What follows belongs to an exercise in optimizing a design on an open flow for small area and a short achievable clock period; a production flow would make more cautious choices. RTL that was checked went through simulation tests only; none was proved equivalent to the original. Power and IR drop assume default switching activity.

==> flow/design.v <==
package mem_responder_pkg;
  localparam int DEFAULT_AW = 8;
  localparam int DEFAULT_DW = 8;
  localparam int DEFAULT_RK = 6;
  typedef enum logic {
    ST_LOAD = 1'b0,
    ST_RUN  = 1'b1
  } state_e;
endpackage
module ram_sp_async #(
  parameter int AW = 8,
  parameter int DW = 8,
  parameter int RK = 6
) (
  input  logic          clk,
  input  logic          i_we,
  input  logic [AW-1:0] i_waddr,
  input  logic [DW-1:0] i_wdata,
  input  logic          i_rzero,
  input  logic          i_rnew,
  input  logic [AW-1:0] i_raddr,
  input  logic [AW-1:0] i_raddr_n,
  output logic [DW-1:0] o_rdata
);
  localparam int NC = 2**(AW-RK);
  logic [DW-1:0] r_mem [2**AW];
  logic          r_pw_we;
  logic [AW-1:0] r_pw_addr;
  logic [DW-1:0] r_pw_data;
  logic [DW-1:0] r_cand [NC];
  logic [DW-1:0] w_cand [NC];
  logic          w_hit_pw;
  logic          w_hit_pw0;
  logic          w_hit_now;
  logic [NC-1:0] r_psel;
  logic [AW-1:0] w_raddr_next;
  logic [DW-1:0] w_rdata;
  always_ff @(posedge clk) begin
    r_pw_we   <= i_we;
    r_pw_addr <= i_waddr;
    r_pw_data <= i_wdata;
  end
  logic [2**AW-1:0] w_bwe;
  always_comb begin
    for (int a = 0; a < 2**AW; a++) begin
      w_bwe[a] = r_pw_we && (r_pw_addr == AW'(a));
    end
  end
  always_ff @(posedge clk) begin
    for (int a = 0; a < 2**AW; a++) begin
      if (w_bwe[a]) begin
        r_mem[a] <= r_pw_data;
      end
    end
  end
  logic [DW*(2**AW)-1:0] w_lvl [RK+1];
  always_comb begin
    for (int a = 0; a < 2**AW; a++) begin
      w_lvl[0][a*DW +: DW] = r_mem[a];
    end
    for (int l = 0; l < RK; l++) begin
      w_lvl[l+1] = '0;
      for (int i = 0; i < 2**(AW-l-1); i++) begin
        w_lvl[l+1][i*DW +: DW] = i_raddr_n[l] ? w_lvl[l][(2*i+1)*DW +: DW]
                                              : w_lvl[l][(2*i)*DW +: DW];
      end
    end
  end
  assign w_hit_pw  = r_pw_we && (r_pw_addr[RK-1:0] == i_raddr_n[RK-1:0]);
  assign w_hit_pw0 = r_pw_we && (r_pw_addr[RK-1:0] == '0);
  assign w_hit_now = i_we && (i_waddr[RK-1:0] == (i_rnew ? i_raddr_n[RK-1:0] : i_raddr[RK-1:0]));
  always_comb begin
    for (int j = 0; j < NC; j++) begin
      if (w_hit_now && ((int'(i_waddr) >> RK) == j)) begin
        w_cand[j] = i_wdata;
      end else if (i_rzero) begin
        if (w_hit_pw0 && ((int'(r_pw_addr) >> RK) == j)) begin
          w_cand[j] = r_pw_data;
        end else begin
          w_cand[j] = r_mem[j << RK];
        end
      end else if (!i_rnew) begin
        w_cand[j] = r_cand[j];
      end else if (w_hit_pw && ((int'(r_pw_addr) >> RK) == j)) begin
        w_cand[j] = r_pw_data;
      end else begin
        w_cand[j] = w_lvl[RK][j*DW +: DW];
      end
    end
  end
  always_ff @(posedge clk) begin
    for (int j = 0; j < NC; j++) begin
      r_cand[j] <= w_cand[j];
    end
  end
  assign w_raddr_next = i_rzero ? '0 : (i_rnew ? i_raddr_n : i_raddr);
  always_ff @(posedge clk) begin
    for (int j = 0; j < NC; j++) begin
      r_psel[j] <= ((int'(w_raddr_next) >> RK) == j);
    end
  end
  always_comb begin
    w_rdata = '0;
    for (int j = 0; j < NC; j++) begin
      w_rdata = w_rdata | (r_cand[j] & {DW{r_psel[j]}});
    end
  end
  assign o_rdata = w_rdata;
endmodule
module mem_responder #(
  parameter int AW = mem_responder_pkg::DEFAULT_AW,
  parameter int DW = mem_responder_pkg::DEFAULT_DW
) (
  input  logic          clk,
  input  logic          rst,
  input  logic [DW-1:0] bus_in,
  input  logic          AR_load,
  input  logic          memory_WE,
  output logic [DW-1:0] mem_out,
  input  logic          ld_valid,
  input  logic [DW-1:0] ld_data,
  input  logic          ld_last,
  output logic          ld_ready,
  input  logic          ld_restart,
  output logic          cpu_hold,
  output logic [AW-1:0] dev_ptr
);
  mem_responder_pkg::state_e r_state;
  mem_responder_pkg::state_e w_state_next;
  logic [AW-1:0] r_ptr;
  logic [AW-1:0] w_ptr_next;
  logic [AW-1:0] r_ar;
  logic [AW-1:0] w_ar_next;
  logic          w_we;
  logic [AW-1:0] w_waddr;
  logic [DW-1:0] w_wdata;
  logic          w_ar_new;
  logic [AW-1:0] w_raddr_new;
  logic          w_load;
  assign w_load = (r_state == mem_responder_pkg::ST_LOAD);
  always_ff @(posedge clk) begin
    if (!rst) begin
      r_state <= mem_responder_pkg::ST_LOAD;
      r_ptr   <= '0;
      r_ar    <= '0;
    end else begin
      r_state <= w_state_next;
      r_ptr   <= w_ptr_next;
      r_ar    <= w_ar_next;
    end
  end
  assign w_waddr = w_load ? r_ptr : r_ar;
  assign w_wdata = w_load ? ld_data : bus_in;
  assign w_we    = rst && !ld_restart && (w_load ? ld_valid : memory_WE);
  assign w_ar_new  = !w_load && !ld_restart && AR_load;
  assign w_ar_next = w_ar_new ? AW'(bus_in) : r_ar;
  always_comb begin
    w_state_next = r_state;
    w_ptr_next   = r_ptr;
    if (ld_restart) begin
      w_state_next = mem_responder_pkg::ST_LOAD;
      w_ptr_next   = '0;
    end else if (w_load && ld_valid) begin
      w_ptr_next = r_ptr + 1'b1;
      if (ld_last || (r_ptr == '1)) begin
        w_state_next = mem_responder_pkg::ST_RUN;
      end
    end
  end
  assign w_raddr_new = AW'(bus_in);
  ram_sp_async #(
    .AW(AW),
    .DW(DW),
    .RK(mem_responder_pkg::DEFAULT_RK)
  ) u_ram (
    .clk       (clk),
    .i_we      (w_we),
    .i_waddr   (w_waddr),
    .i_wdata   (w_wdata),
    .i_rzero   (!rst),
    .i_rnew    (w_ar_new),
    .i_raddr   (r_ar),
    .i_raddr_n (w_raddr_new),
    .o_rdata   (mem_out)
  );
  assign ld_ready = w_load;
  assign cpu_hold = w_load;
  assign dev_ptr  = r_ptr;
endmodule
make LEC_CHECK=0 CAP_MARGIN=20 CORE_MARGIN=2 CORE_UTILIZATION=40 CTS_BUF_LIST=sky130_fd_sc_hd__clkbuf_8 SETUP_SLACK_MARGIN=3.6 SLEW_MARGIN=20 finish   # period 6.5 ns
run.sh (not shown) runs the stock make flow with config.mk's settings and CLKGATE_MAP_FILE= SYNTH_SCRIPT=/design/flow/synth_recipe.tcl, a recipe that flattens the netlist after the stock synthesis.
Rerun with:
--- a/flow/design.v
+++ b/flow/design.v
@@ -53,16 +53,25 @@
       end
     end
   end
-  logic [DW*(2**AW)-1:0] w_lvl [RK+1];
+  localparam int NL = RK / 2;
+  logic [3:0]            w_q   [NL];
+  logic [DW*(2**AW)-1:0] w_lvl [NL+1];
   always_comb begin
+    for (int t = 0; t < NL; t++) begin
+      for (int k = 0; k < 4; k++) begin
+        w_q[t][k] = (i_raddr_n[2*t +: 2] == 2'(k));
+      end
+    end
     for (int a = 0; a < 2**AW; a++) begin
       w_lvl[0][a*DW +: DW] = r_mem[a];
     end
-    for (int l = 0; l < RK; l++) begin
-      w_lvl[l+1] = '0;
-      for (int i = 0; i < 2**(AW-l-1); i++) begin
-        w_lvl[l+1][i*DW +: DW] = i_raddr_n[l] ? w_lvl[l][(2*i+1)*DW +: DW]
-                                              : w_lvl[l][(2*i)*DW +: DW];
+    for (int t = 0; t < NL; t++) begin
+      w_lvl[t+1] = '0;
+      for (int i = 0; i < 2**(AW-2*t-2); i++) begin
+        for (int k = 0; k < 4; k++) begin
+          w_lvl[t+1][i*DW +: DW] = w_lvl[t+1][i*DW +: DW]
+                                 | (w_lvl[t][(4*i+k)*DW +: DW] & {DW{w_q[t][k]}});
+        end
       end
     end
   end
@@ -84,7 +93,7 @@
       end else if (w_hit_pw && ((int'(r_pw_addr) >> RK) == j)) begin
         w_cand[j] = r_pw_data;
       end else begin
-        w_cand[j] = w_lvl[RK][j*DW +: DW];
+        w_cand[j] = w_lvl[NL][j*DW +: DW];
       end
     end
   end
Outcome: The new run produced a clean layout; cell count grows by 7.2%; wire length climbs by 3.6%; non-clock buffer count rises by 91; worst setup slack is worse by 0.16 ns; critical path depth is unchanged; fmax fell by 4.5%; hold slack degrades by 0.021 ns; area after synthesis goes up by 0.96%; core utilization grows by 0.72 points.
For the second run of this note, only the layout was checked, not whether the RTL still works.

* * *

mem_responder, a different RTL version from the one above (not shown whole).
Size in the first run: about 5,200 cells after synthesis, about 2,200 flip-flops, roughly 41 I/O pins.
==> module ram_sp_async, before the edit <==
module ram_sp_async #(
  parameter int AW = 8,
  parameter int DW = 8,
  parameter int RK = 4
) (
  input  logic          clk,
  input  logic          i_we,
  input  logic [AW-1:0] i_waddr,
  input  logic [DW-1:0] i_wdata,
  input  logic [AW-1:0] i_raddr_n,
  input  logic [AW-1:0] i_raddr,
  output logic [DW-1:0] o_rdata
);
  localparam int NC = 2**(AW-RK);
  logic [DW-1:0] r_mem [2**AW];
  logic [DW-1:0] r_cand [NC];
  logic [DW-1:0] w_cand [NC];
  logic          r_pw_we;
  logic [AW-1:0] r_pw_addr;
  logic [DW-1:0] r_pw_data;
  logic          w_hit_now;
  logic          w_hit_pw;
  always_ff @(posedge clk) begin
    r_pw_we   <= i_we;
    r_pw_addr <= i_waddr;
    r_pw_data <= i_wdata;
  end
  logic [2**AW-1:0] w_bwe;
  always_comb begin
    for (int a = 0; a < 2**AW; a++) begin
      w_bwe[a] = r_pw_we && (r_pw_addr == AW'(a));
    end
  end
  always_ff @(posedge clk) begin
    for (int a = 0; a < 2**AW; a++) begin
      if (w_bwe[a]) begin
        r_mem[a] <= r_pw_data;
      end
    end
  end
  assign w_hit_now = i_we && (i_waddr[RK-1:0] == i_raddr_n[RK-1:0]);
  assign w_hit_pw  = r_pw_we && (r_pw_addr[RK-1:0] == i_raddr_n[RK-1:0]);
  always_comb begin
    for (int j = 0; j < NC; j++) begin
      if (w_hit_now && (i_waddr[AW-1:RK] == (AW-RK)'(j))) begin
        w_cand[j] = i_wdata;
      end else if (w_hit_pw && (r_pw_addr[AW-1:RK] == (AW-RK)'(j))) begin
        w_cand[j] = r_pw_data;
      end else begin
        w_cand[j] = r_mem[{(AW-RK)'(j), i_raddr_n[RK-1:0]}];
      end
    end
  end
  always_ff @(posedge clk) begin
    for (int j = 0; j < NC; j++) begin
      r_cand[j] <= w_cand[j];
    end
  end
  assign o_rdata = r_cand[i_raddr[AW-1:RK]];
endmodule
clock: 6.5 ns
lec_check: 0
abc_clock_period_in_ps: 3000
cap_margin: 20
core_margin: 2
core_utilization: 40
setup_slack_margin: 3.0
slew_margin: 20
Change:
--- a/flow/design.v
+++ b/flow/design.v
@@ -23,39 +23,27 @@
   localparam int NC = 2**(AW-RK);
   logic [DW-1:0] r_mem [2**AW];
   logic [DW-1:0] r_cand [NC];
   logic [DW-1:0] w_cand [NC];
-  logic          r_pw_we;
-  logic [AW-1:0] r_pw_addr;
-  logic [DW-1:0] r_pw_data;
-  logic          w_hit_now;
-  logic          w_hit_pw;
-  always_ff @(posedge clk) begin
-    r_pw_we   <= i_we;
-    r_pw_addr <= i_waddr;
-    r_pw_data <= i_wdata;
-  end
+  logic          w_lo_hit;
   logic [2**AW-1:0] w_bwe;
   always_comb begin
     for (int a = 0; a < 2**AW; a++) begin
-      w_bwe[a] = r_pw_we && (r_pw_addr == AW'(a));
+      w_bwe[a] = i_we && (i_waddr == AW'(a));
     end
   end
   always_ff @(posedge clk) begin
     for (int a = 0; a < 2**AW; a++) begin
       if (w_bwe[a]) begin
-        r_mem[a] <= r_pw_data;
+        r_mem[a] <= i_wdata;
       end
     end
   end
-  assign w_hit_now = i_we && (i_waddr[RK-1:0] == i_raddr_n[RK-1:0]);
-  assign w_hit_pw  = r_pw_we && (r_pw_addr[RK-1:0] == i_raddr_n[RK-1:0]);
+  assign w_lo_hit = i_we && (i_waddr[RK-1:0] == i_raddr_n[RK-1:0]);
   always_comb begin
     for (int j = 0; j < NC; j++) begin
-      if (w_hit_now && (i_waddr[AW-1:RK] == (AW-RK)'(j))) begin
+      if (w_lo_hit && (i_waddr[AW-1:RK] == (AW-RK)'(j))) begin
         w_cand[j] = i_wdata;
-      end else if (w_hit_pw && (r_pw_addr[AW-1:RK] == (AW-RK)'(j))) begin
-        w_cand[j] = r_pw_data;
       end else begin
         w_cand[j] = r_mem[{(AW-RK)'(j), i_raddr_n[RK-1:0]}];
       end
     end
The changed run finished clean; design area came out higher by 1.5%; total power went down by 0.37%; register-to-register slack got worse by 0.04 ns; die area fell by 0.45%; hold slack is worse by 0.089 ns; setup slack degrades by 0.014 ns; synthesized area fell by 0.45%; sequential share of layout area is lower by 1.4 points; sequential cell count drops by 17; maximum frequency went down by 0.34%.
The RTL of the second run of this note was laid out without a check of its function.

* * *

## try-zinc
mem_responder with an RTL version that a note above also has.
Size: about 5000 cells after synthesis, roughly 2200 flip-flops, ~41 I/O pins, about 82000 µm² of cells after synthesis.
==> module ram_sp_async, before the edit <==
module ram_sp_async #(
  parameter int AW = 8,
  parameter int DW = 8,
  parameter int RK = 4
) (
  input  logic          clk,
  input  logic          i_we,
  input  logic [AW-1:0] i_waddr,
  input  logic [DW-1:0] i_wdata,
  input  logic [AW-1:0] i_raddr_n,
  input  logic [AW-1:0] i_raddr,
  output logic [DW-1:0] o_rdata
);
  localparam int NC = 2**(AW-RK);
  logic [DW-1:0] r_mem [2**AW];
  logic [DW-1:0] r_cand [NC];
  logic [DW-1:0] w_cand [NC];
  logic          w_lo_hit;
  logic [2**AW-1:0] w_bwe;
  always_comb begin
    for (int a = 0; a < 2**AW; a++) begin
      w_bwe[a] = i_we && (i_waddr == AW'(a));
    end
  end
  always_ff @(posedge clk) begin
    for (int a = 0; a < 2**AW; a++) begin
      if (w_bwe[a]) begin
        r_mem[a] <= i_wdata;
      end
    end
  end
  assign w_lo_hit = i_we && (i_waddr[RK-1:0] == i_raddr_n[RK-1:0]);
  always_comb begin
    for (int j = 0; j < NC; j++) begin
      if (w_lo_hit && (i_waddr[AW-1:RK] == (AW-RK)'(j))) begin
        w_cand[j] = i_wdata;
      end else begin
        w_cand[j] = r_mem[{(AW-RK)'(j), i_raddr_n[RK-1:0]}];
      end
    end
  end
  always_ff @(posedge clk) begin
    for (int j = 0; j < NC; j++) begin
      r_cand[j] <= w_cand[j];
    end
  end
  assign o_rdata = r_cand[i_raddr[AW-1:RK]];
endmodule
==> module mem_responder, before the edit <==
module mem_responder #(
  parameter int AW = mem_responder_pkg::DEFAULT_AW,
  parameter int DW = mem_responder_pkg::DEFAULT_DW
) (
  input  logic          clk,
  input  logic          rst,
  input  logic [DW-1:0] bus_in,
  input  logic          AR_load,
  input  logic          memory_WE,
  output logic [DW-1:0] mem_out,
  input  logic          ld_valid,
  input  logic [DW-1:0] ld_data,
  input  logic          ld_last,
  output logic          ld_ready,
  input  logic          ld_restart,
  output logic          cpu_hold,
  output logic [AW-1:0] dev_ptr
);
  mem_responder_pkg::state_e r_state;
  mem_responder_pkg::state_e w_state_next;
  logic [AW-1:0] r_ptr;
  logic [AW-1:0] w_ptr_next;
  logic [AW-1:0] r_ar;
  logic [AW-1:0] w_ar_next;
  logic          w_we;
  logic [AW-1:0] w_waddr;
  logic [DW-1:0] w_wdata;
  logic [AW-1:0] w_bus_addr;
  logic [AW-1:0] w_raddr_next;
  assign w_bus_addr = AW'(bus_in);
  always_ff @(posedge clk) begin
    if (!rst) begin
      r_state <= mem_responder_pkg::ST_LOAD;
      r_ptr   <= '0;
      r_ar    <= '0;
    end else begin
      r_state <= w_state_next;
      r_ptr   <= w_ptr_next;
      r_ar    <= w_ar_next;
    end
  end
  always_comb begin
    w_state_next = r_state;
    w_ptr_next   = r_ptr;
    w_ar_next    = r_ar;
    w_we         = 1'b0;
    w_waddr      = r_ar;
    w_wdata      = bus_in;
    unique case (r_state)
      mem_responder_pkg::ST_LOAD: begin
        if (ld_restart) begin
          w_ptr_next = '0;
        end else if (ld_valid) begin
          w_we       = 1'b1;
          w_waddr    = r_ptr;
          w_wdata    = ld_data;
          w_ptr_next = r_ptr + 1'b1;
          if (ld_last || (r_ptr == '1)) begin
            w_state_next = mem_responder_pkg::ST_RUN;
          end
        end
      end
      mem_responder_pkg::ST_RUN: begin
        if (ld_restart) begin
          w_state_next = mem_responder_pkg::ST_LOAD;
          w_ptr_next   = '0;
        end else begin
          w_we = memory_WE;
          if (AR_load) begin
            w_ar_next = w_bus_addr;
          end
        end
      end
      default: begin
        w_state_next = mem_responder_pkg::ST_LOAD;
      end
    endcase
    if (!rst) begin
      w_we = 1'b0;
    end
  end
  assign w_raddr_next = rst ? w_ar_next : '0;
  ram_sp_async #(
    .AW(AW),
    .DW(DW),
    .RK(mem_responder_pkg::DEFAULT_RK)
  ) u_ram (
    .clk       (clk),
    .i_we      (w_we),
    .i_waddr   (w_waddr),
    .i_wdata   (w_wdata),
    .i_raddr_n (w_raddr_next),
    .i_raddr   (r_ar),
    .o_rdata   (mem_out)
  );
  assign ld_ready = (r_state == mem_responder_pkg::ST_LOAD);
  assign cpu_hold = (r_state == mem_responder_pkg::ST_LOAD);
  assign dev_ptr  = r_ptr;
endmodule
clock: 6.5 ns
lec_check: 0
cap_margin: 20
core_margin: 2
core_utilization: 40
setup_slack_margin: 0.3
slew_margin: 20
diff inputs: try-zinc => try-harbor
diff --git a/flow/design.v b/flow/design.v
--- a/flow/design.v
+++ b/flow/design.v
@@ -1,62 +1,32 @@
 package mem_responder_pkg;
   localparam int DEFAULT_AW = 8;
   localparam int DEFAULT_DW = 8;
-  localparam int DEFAULT_RK = 4;
   typedef enum logic {
     ST_LOAD = 1'b0,
     ST_RUN  = 1'b1
   } state_e;
 endpackage
 module ram_sp_async #(
   parameter int AW = 8,
-  parameter int DW = 8,
-  parameter int RK = 4
+  parameter int DW = 8
 ) (
   input  logic          clk,
   input  logic          i_we,
   input  logic [AW-1:0] i_waddr,
   input  logic [DW-1:0] i_wdata,
-  input  logic [AW-1:0] i_raddr_n,
   input  logic [AW-1:0] i_raddr,
   output logic [DW-1:0] o_rdata
 );
-  localparam int NC = 2**(AW-RK);
   logic [DW-1:0] r_mem [2**AW];
-  logic [DW-1:0] r_cand [NC];
-  logic [DW-1:0] w_cand [NC];
-  logic          w_lo_hit;
-  logic [2**AW-1:0] w_bwe;
-  always_comb begin
-    for (int a = 0; a < 2**AW; a++) begin
-      w_bwe[a] = i_we && (i_waddr == AW'(a));
+  always_ff @(posedge clk) begin
+    if (i_we) begin
+      r_mem[i_waddr] <= i_wdata;
     end
   end
-  always_ff @(posedge clk) begin
-    for (int a = 0; a < 2**AW; a++) begin
-      if (w_bwe[a]) begin
-        r_mem[a] <= i_wdata;
-      end
-    end
-  end
-  assign w_lo_hit = i_we && (i_waddr[RK-1:0] == i_raddr_n[RK-1:0]);
-  always_comb begin
-    for (int j = 0; j < NC; j++) begin
-      if (w_lo_hit && (i_waddr[AW-1:RK] == (AW-RK)'(j))) begin
-        w_cand[j] = i_wdata;
-      end else begin
-        w_cand[j] = r_mem[{(AW-RK)'(j), i_raddr_n[RK-1:0]}];
-      end
-    end
-  end
-  always_ff @(posedge clk) begin
-    for (int j = 0; j < NC; j++) begin
-      r_cand[j] <= w_cand[j];
-    end
-  end
-  assign o_rdata = r_cand[i_raddr[AW-1:RK]];
+  assign o_rdata = r_mem[i_raddr];
 endmodule
 module mem_responder #(
   parameter int AW = mem_responder_pkg::DEFAULT_AW,
   parameter int DW = mem_responder_pkg::DEFAULT_DW
 ) (
   input  logic          clk,
@@ -80,13 +50,12 @@
   logic [AW-1:0] r_ar;
   logic [AW-1:0] w_ar_next;
   logic          w_we;
   logic [AW-1:0] w_waddr;
   logic [DW-1:0] w_wdata;
   logic [AW-1:0] w_bus_addr;
-  logic [AW-1:0] w_raddr_next;
   assign w_bus_addr = AW'(bus_in);
   always_ff @(posedge clk) begin
     if (!rst) begin
       r_state <= mem_responder_pkg::ST_LOAD;
       r_ptr   <= '0;
       r_ar    <= '0;
@@ -133,24 +102,21 @@
       end
     endcase
     if (!rst) begin
       w_we = 1'b0;
     end
   end
-  assign w_raddr_next = rst ? w_ar_next : '0;
   ram_sp_async #(
     .AW(AW),
-    .DW(DW),
-    .RK(mem_responder_pkg::DEFAULT_RK)
+    .DW(DW)
   ) u_ram (
-    .clk       (clk),
-    .i_we      (w_we),
-    .i_waddr   (w_waddr),
-    .i_wdata   (w_wdata),
-    .i_raddr_n (w_raddr_next),
-    .i_raddr   (r_ar),
-    .o_rdata   (mem_out)
+    .clk     (clk),
+    .i_we    (w_we),
+    .i_waddr (w_waddr),
+    .i_wdata (w_wdata),
+    .i_raddr (r_ar),
+    .o_rdata (mem_out)
   );
   assign ld_ready = (r_state == mem_responder_pkg::ST_LOAD);
   assign cpu_hold = (r_state == mem_responder_pkg::ST_LOAD);
   assign dev_ptr  = r_ptr;
 endmodule
Notes after the runs:
- Portion of total power attributed to the clock network, try-zinc and try-harbor: higher on try-zinc
- The area of the mapped netlist in try-harbor sits 1000 µm² below the value recorded for try-zinc.
- The run showing the smaller routed wire length is try-harbor.
- try-harbor: multi-input logic cell count is 31% lower than what try-zinc reported.
- Re maximum level of the CTS H-tree: no difference whatsoever between try-harbor and try-zinc.
- In try-harbor relative to try-zinc, number of DRC markers in iteration 0 had gone down by more than a quarter.
- Count of cell instances traversed by the critical path, try-zinc and try-harbor: lower on try-zinc
- In try-harbor, the height of the die came out 2.8 µm below the value in try-zinc.
- try-harbor ends up with a largest driver fanout on the critical path that is 38 higher than in try-zinc.
- try-harbor vs try-zinc, core utilization went down by 0.26 points.
- Compared with try-zinc, try-harbor shows minimum clock period after layout higher by 0.77 ns.
- Of the two values seen for slowest cell on the critical path, dfxtp_1 was produced by try-zinc and a211oi_1 by try-harbor.
- In the floorplan summary, try-harbor is listed with a die area less than that of try-zinc.
- NOTE final area try-zinc->try-harbor decreased slightly
Function not checked in try-zinc: the RTL went through the layout flow alone.

==> re-timing with driven ports <==
Ports are ideal in the flow. The routed layouts listed here were re-timed in OpenROAD.
Step 1 (the two cells are an assumption about what drives the block):
set clk [get_ports {clk}]
set_driving_cell -lib_cell sky130_fd_sc_hd__clkbuf_16 $clk
set_driving_cell -lib_cell sky130_fd_sc_hd__buf_2 [delete_from_list [all_inputs] $clk]
Step 2 moves the port delays by t, midway between the first and last clock arrival at a register: inputs arrive t later, outputs are due t later. That takes back most of the time a late clock gives input paths.
a / b / c = ideal ports / drivers / drivers and shift; a / b = the first two.
run | t, ns | setup WS [ns] | worst data-port slew with drivers (ns) | cell pins on the clock port's net
the first run of note 1 | 1.114 | 3.093 / 3.012 / 2.201 | 0.42 | 1
the second run of note 1 | 1.114 | 2.932 / 2.853 / 1.924 | 0.57 | 1
the first run of note 2 | 0.949 | 2.267 / 2.179 / 1.990 | 0.06 | 1
the second run of note 2 | 0.923 | 2.252 / 2.173 / 2.051 | 0.05 | 1
try-zinc | 0.933 | 1.107 / 1.020 / 0.893 | 0.04 | 1
try-harbor | 0.925 | 0.336 / 0.245 / 1.171 | 0.04 | 1
After both steps every run listed still meets setup and hold. For the second run of note 1, which loses most, drivers alone change the setup slack by -0.079 ns; drivers and shift together by -1.008 ns.
